This is an optimization exercise on Yosys and OpenROAD, whose aim is small area, a short achievable clock period and few clock cycles per item, not a production implementation. The RTL was checked by simulation tests, not by an equivalence proof against the original design. Power figures rest on the tool's default switching activity, not on a simulated workload.

## job 5522
Design apb_crc_mc, start of the top module:
module apb_crc_mc #(
  parameter int DATA_WIDTH = 32,
  parameter int ADDR_WIDTH = 32,
  parameter int NUM_CH     = 4,
  parameter int CRC_WIDTH  = 32,
  parameter int FIFO_DEPTH = 4
) (
  input  logic                  clk,
  input  logic                  rstn,
  input  logic [ADDR_WIDTH-1:0] s_paddr,
  input  logic [DATA_WIDTH-1:0] s_pwdata,
  output logic [DATA_WIDTH-1:0] s_prdata,
  output logic                  s_pslverr,
  input  logic                  s_pwrite,
  input  logic                  s_psel,
  input  logic                  s_penable,
  output logic                  s_pready,
  input  logic [3:0]            s_pstrb
);
Settings: LEC_CHECK=0, ABC_CLOCK_PERIOD_IN_PS=3500, CAP_MARGIN=20, CORE_MARGIN=2, CORE_UTILIZATION=55, CTS_BUF_LIST=sky130_fd_sc_hd__clkbuf_16, CTS_CLUSTER_DIAMETER=100, CTS_CLUSTER_SIZE=25, SETUP_SLACK_MARGIN=2.7, SLEW_MARGIN=20; clock period 6.0 ns.
run.sh (not shown) runs the stock make flow with config.mk's settings and CLKGATE_MAP_FILE= SYNTH_SCRIPT=/design/flow/synth_recipe.tcl, a recipe that flattens the netlist after the stock synthesis.
Testbench counts of job 5522, summed over its fixed seeds: cycles 3,849, bytes 4,655.
## Diff of input files: job 6866 against job 5522
Settings: changing SETUP_SLACK_MARGIN from 2.7 to 3.3.
Notes after the runs:
Lower final clock period utilization by the worst path goes to job 5522 over job 6866. Taking job 5522 over job 6866, the routed length on met2 ratio works out to 0.933. The run showing the greater post-detailed-routing wire length is job 6866. Changes observed in job 6866 relative to job 5522: total power consumption of the routed design increased 2.6%, number of filler instances in the final layout decreased 389, total via count in the routed design increased 1631.
The following lists how job 6802 was set up differently from job 6866:
Settings: swapping 3.3 for 2.0 in SETUP_SLACK_MARGIN.
==> comparison <==
Comparing post-detailed-route wirelength per cell for job 6802 and job 6866, the bigger number came from job 6866.
Row final design area excluding fillers: job 6802 lower / job 6866 higher
Diff job 6802..job 6866 | die span in y | negligible
Growth of design area from synthesis to finish (higher): job 6866
Sort job 6802 and job 6866 by share of the final layout cell area in multi-input gates asc -> top: job 6866
Diff job 6866..job 6802 | mean instance size in the synthesized netlist | unchanged
Diff job 6866 -> job 6802: relative area of non-clock buffer cells in the final design went down by 7.9 points, data required time at the worst endpoint went down by 60 ps, fmax went down by 7.3%.
Here is what was changed in the inputs of job 1389 compared with job 6802.
Settings: changing SETUP_SLACK_MARGIN from 2.0 to 2.4.
[summary]
Relative to job 6802, the total stage count of the critical path of job 1389 is higher by 3. Core utilization ended up 3.4 points higher on job 1389 than on job 6802. Max setup slack of the worst register-to-register path across job 1389 and job 6802: job 1389. The via count reported for job 1389 is higher than the one for job 6802. Diff job 1389 and job 6802: clock group share of total power higher in job 6802. Row number of buffers inserted during clock tree synthesis: job 1389 higher / job 6802 lower. Of job 1389 and job 6802, it is job 1389 that has the higher logic gate share of total power. Job 1389 completed end to end with timing, DRC and antenna clean. ~same placed cell count in job 1389 and job 6802. Taking job 6802 as the reference, in job 1389 first-pass GRT wire length picked up an extra about 2.4%; count of instances resized after the clock tree is built picked up an extra 98.


Setup of wip/yarrow:
apb_crc_mc, a different RTL version from the one above (not shown whole).
Size in the first run: roughly 3300 cells after synthesis, about 660 flip-flops, roughly 110 I/O pins, roughly 0.033 sq mm of cells after synthesis.
==> flow/config.mk <==
export PLATFORM = sky130hd
export DESIGN_NAME = apb_crc_mc
export DESIGN_NICKNAME = apb_crc_mc
export VERILOG_FILES = /design/flow/design.v
export SDC_FILE = /design/flow/constraint.sdc
export NUM_CORES = 4
export LEC_CHECK = 0
export ABC_CLOCK_PERIOD_IN_PS = 3500
export CAP_MARGIN = 20
export CORE_MARGIN = 2
export CORE_UTILIZATION = 55
export CTS_BUF_LIST = sky130_fd_sc_hd__clkbuf_16
export CTS_CLUSTER_DIAMETER = 100
export CTS_CLUSTER_SIZE = 25
export SETUP_SLACK_MARGIN = 1.8
export SLEW_MARGIN = 20
==> flow/constraint.sdc <==
create_clock -name core_clock -period 6.0 [get_ports {clk}]
set_input_delay 1.2000 -clock core_clock [delete_from_list [all_inputs] [get_ports {clk}]]
set_output_delay 1.2000 -clock core_clock [all_outputs]
set_load 0.01 [all_outputs]
wip/yarrow reached the final stage; the timing, DRC and antenna checks on its layout passed.
Testbench counts of wip/yarrow, summed over its fixed seeds: cycles 3,849, bytes 4,655.
diff inputs: wip/yarrow => wip/juniper
Settings: CORE_UTILIZATION: 55 -> 45; SETUP_SLACK_MARGIN: 1.8 -> 2.1.
Findings:
Fraction of layout instances using a drive strength above 1, wip/juniper and wip/yarrow: lower on wip/yarrow
Compared with wip/yarrow, wip/juniper shows overall track demand over capacity in global routing lower by 5.2 points.
Higher number of non-clock buffers in the layout goes to wip/juniper over wip/yarrow.
Leakage power (wip/juniper / wip/yarrow): 1.06
Total wire length after detailed routing (higher): wip/juniper
What wip/delta does differently from wip/juniper at the input level:
Settings: a change of CORE_UTILIZATION from 45 to 55; a change of SETUP_SLACK_MARGIN from 2.1 to 2.3; a deleted ABC_CLOCK_PERIOD_IN_PS that had been 3500.
## What came out
- Taking wip/juniper as 1.0, wip/delta lands at 1.19 on non-clock buffer count.
- wip/delta improves on wip/juniper in clock group total power.
- The total wirelength of the detailed-routed design was comparable across wip/delta and wip/juniper.
- ~same XOR/XNOR share of the synthesized area in wip/delta and wip/juniper
- The higher global routing usage on met2 of wip/delta and wip/juniper is in wip/delta.
- Compared with wip/juniper, wip/delta shows a higher post-detailed-route via-to-cell ratio.
- wip/delta ends up with a worst setup margin that is 0.0099 ns higher than in wip/juniper.
- Compared with wip/juniper, in wip/delta register-to-register setup slack about even, number of antenna violations at the first check in global routing decreased by 2 relative to the old numbers.
## Diff of input files: wip/zinc against wip/delta
Settings: swapping 2.3 for 2.1 in SETUP_SLACK_MARGIN; putting ABC_CLOCK_PERIOD_IN_PS at 3500 where nothing was set.
## What came out
- Every stage of the flow completed for wip/zinc, and the final layout passed the timing, DRC and antenna checks.
- Changes observed in wip/zinc relative to wip/delta: reported combinational group power went down by 19%, number of filler instances in the final layout went up by 289, total power draw saw a decrease, internal power consumption -4.1%.
- Higher global-route met1 utilization goes to wip/delta over wip/zinc.
- The lower sequential fraction of total cell area of wip/zinc and wip/delta is in wip/delta.
- wip/zinc vs wip/delta, share of total power in combinational logic went down by 3.6 points.
- wip/zinc: post-detailed-routing wire length is 3300 um lower than what wip/delta reported.
- wip/zinc vs. wip/delta: global routing usage summed across all routing layers went down by 1.4 points; area of all placed cells without fillers went down by about 5%.
The following lists how wip/ember was set up differently from wip/zinc:
Settings: ABC_CLOCK_PERIOD_IN_PS: 3500 -> unset; SLEW_MARGIN: 20 -> 10; SETUP_SLACK_MARGIN: 2.1 -> 2.0; CAP_MARGIN: 20 -> 10.
==> comparison <==
- wip/ember: PASS, flow complete, no timing, DRC or antenna violations
- Summary: leakage power figure, wip/ember better than wip/zinc
- In wip/ember the clock latency on the worst-skew pair turned out 0.03 ns lower than in wip/zinc.
- From wip/zinc to wip/ember the numbers moved as follows: sequential share of layout area increased by 0.46 points relative to the old numbers; synthesis-to-finish area growth decreased by 1.2 points relative to the old numbers.
The following lists how wip/pepper was set up differently from wip/ember:
Settings: SLEW_MARGIN now 20, was 10; CAP_MARGIN now 20, was 10; ABC_CLOCK_PERIOD_IN_PS now 3500, previously not set.
--- outcome ---
- Reported for wip/pepper and wip/ember, setup TNS after final layout turned out identical to the last digit.
- Delta (wip/pepper minus wip/ember): data arrival time at the worst-slack endpoint shows no meaningful change; final total power shows no meaningful change; number of failing hold endpoints at the final stage shows no meaningful change.
- Setup slack essentially unchanged between wip/pepper and wip/ember.
- Diff wip/ember..wip/pepper | number of post-CTS setup repair buffers | negligible
- Re critical path depth in cells: no difference whatsoever between wip/ember and wip/pepper.
- Synthesized cell count: wip/ember vs wip/pepper identical

-- re-timing with driven ports --
Ports are ideal in the flow. The routed layouts listed here were re-timed in OpenROAD. Step 1 assumes that a clkbuf_16 drives the clock port and a buf_2 every other input. Step 2 adds t to the input delays and takes it off the output delays; t is the mean of the earliest and latest rising clock arrival at the registers after step 1. Input paths then give back, and output paths get back, about the clock's delay inside the block. Three values: ideal ports, drivers, drivers and shift; two values: the first two.
run | t, ns | setup WS [ns] | latest minus earliest clock arrival (ns)
job 5522 | 0.672 | 2.487 / 2.487 / 2.059 | 0.038 / 0.038
job 6866 | 0.647 | 2.388 / 2.388 / 2.183 | 0.030 / 0.031
job 6802 | 0.651 | 2.106 / 2.106 / 1.613 | 0.042 / 0.042
job 1389 | 0.667 | 2.325 / 2.325 / 1.855 | 0.042 / 0.042
wip/yarrow | 0.641 | 1.802 / 1.802 / 1.334 | 0.043 / 0.043
wip/juniper | 0.661 | 2.097 / 2.097 / 1.571 | 0.045 / 0.045
wip/delta | 0.672 | 2.107 / 2.107 / 1.681 | 0.033 / 0.033
wip/zinc | 0.664 | 2.057 / 2.057 / 1.561 | 0.032 / 0.032
wip/ember | 0.637 | 2.020 / 2.020 / 1.521 | 0.043 / 0.042
wip/pepper | 0.637 | 2.020 / 2.020 / 1.521 | 0.043 / 0.042
After both steps setup and hold are still met in every run listed. For wip/juniper, which loses most, drivers alone change the setup slack by 0.000 ns; drivers and shift together by -0.526 ns.
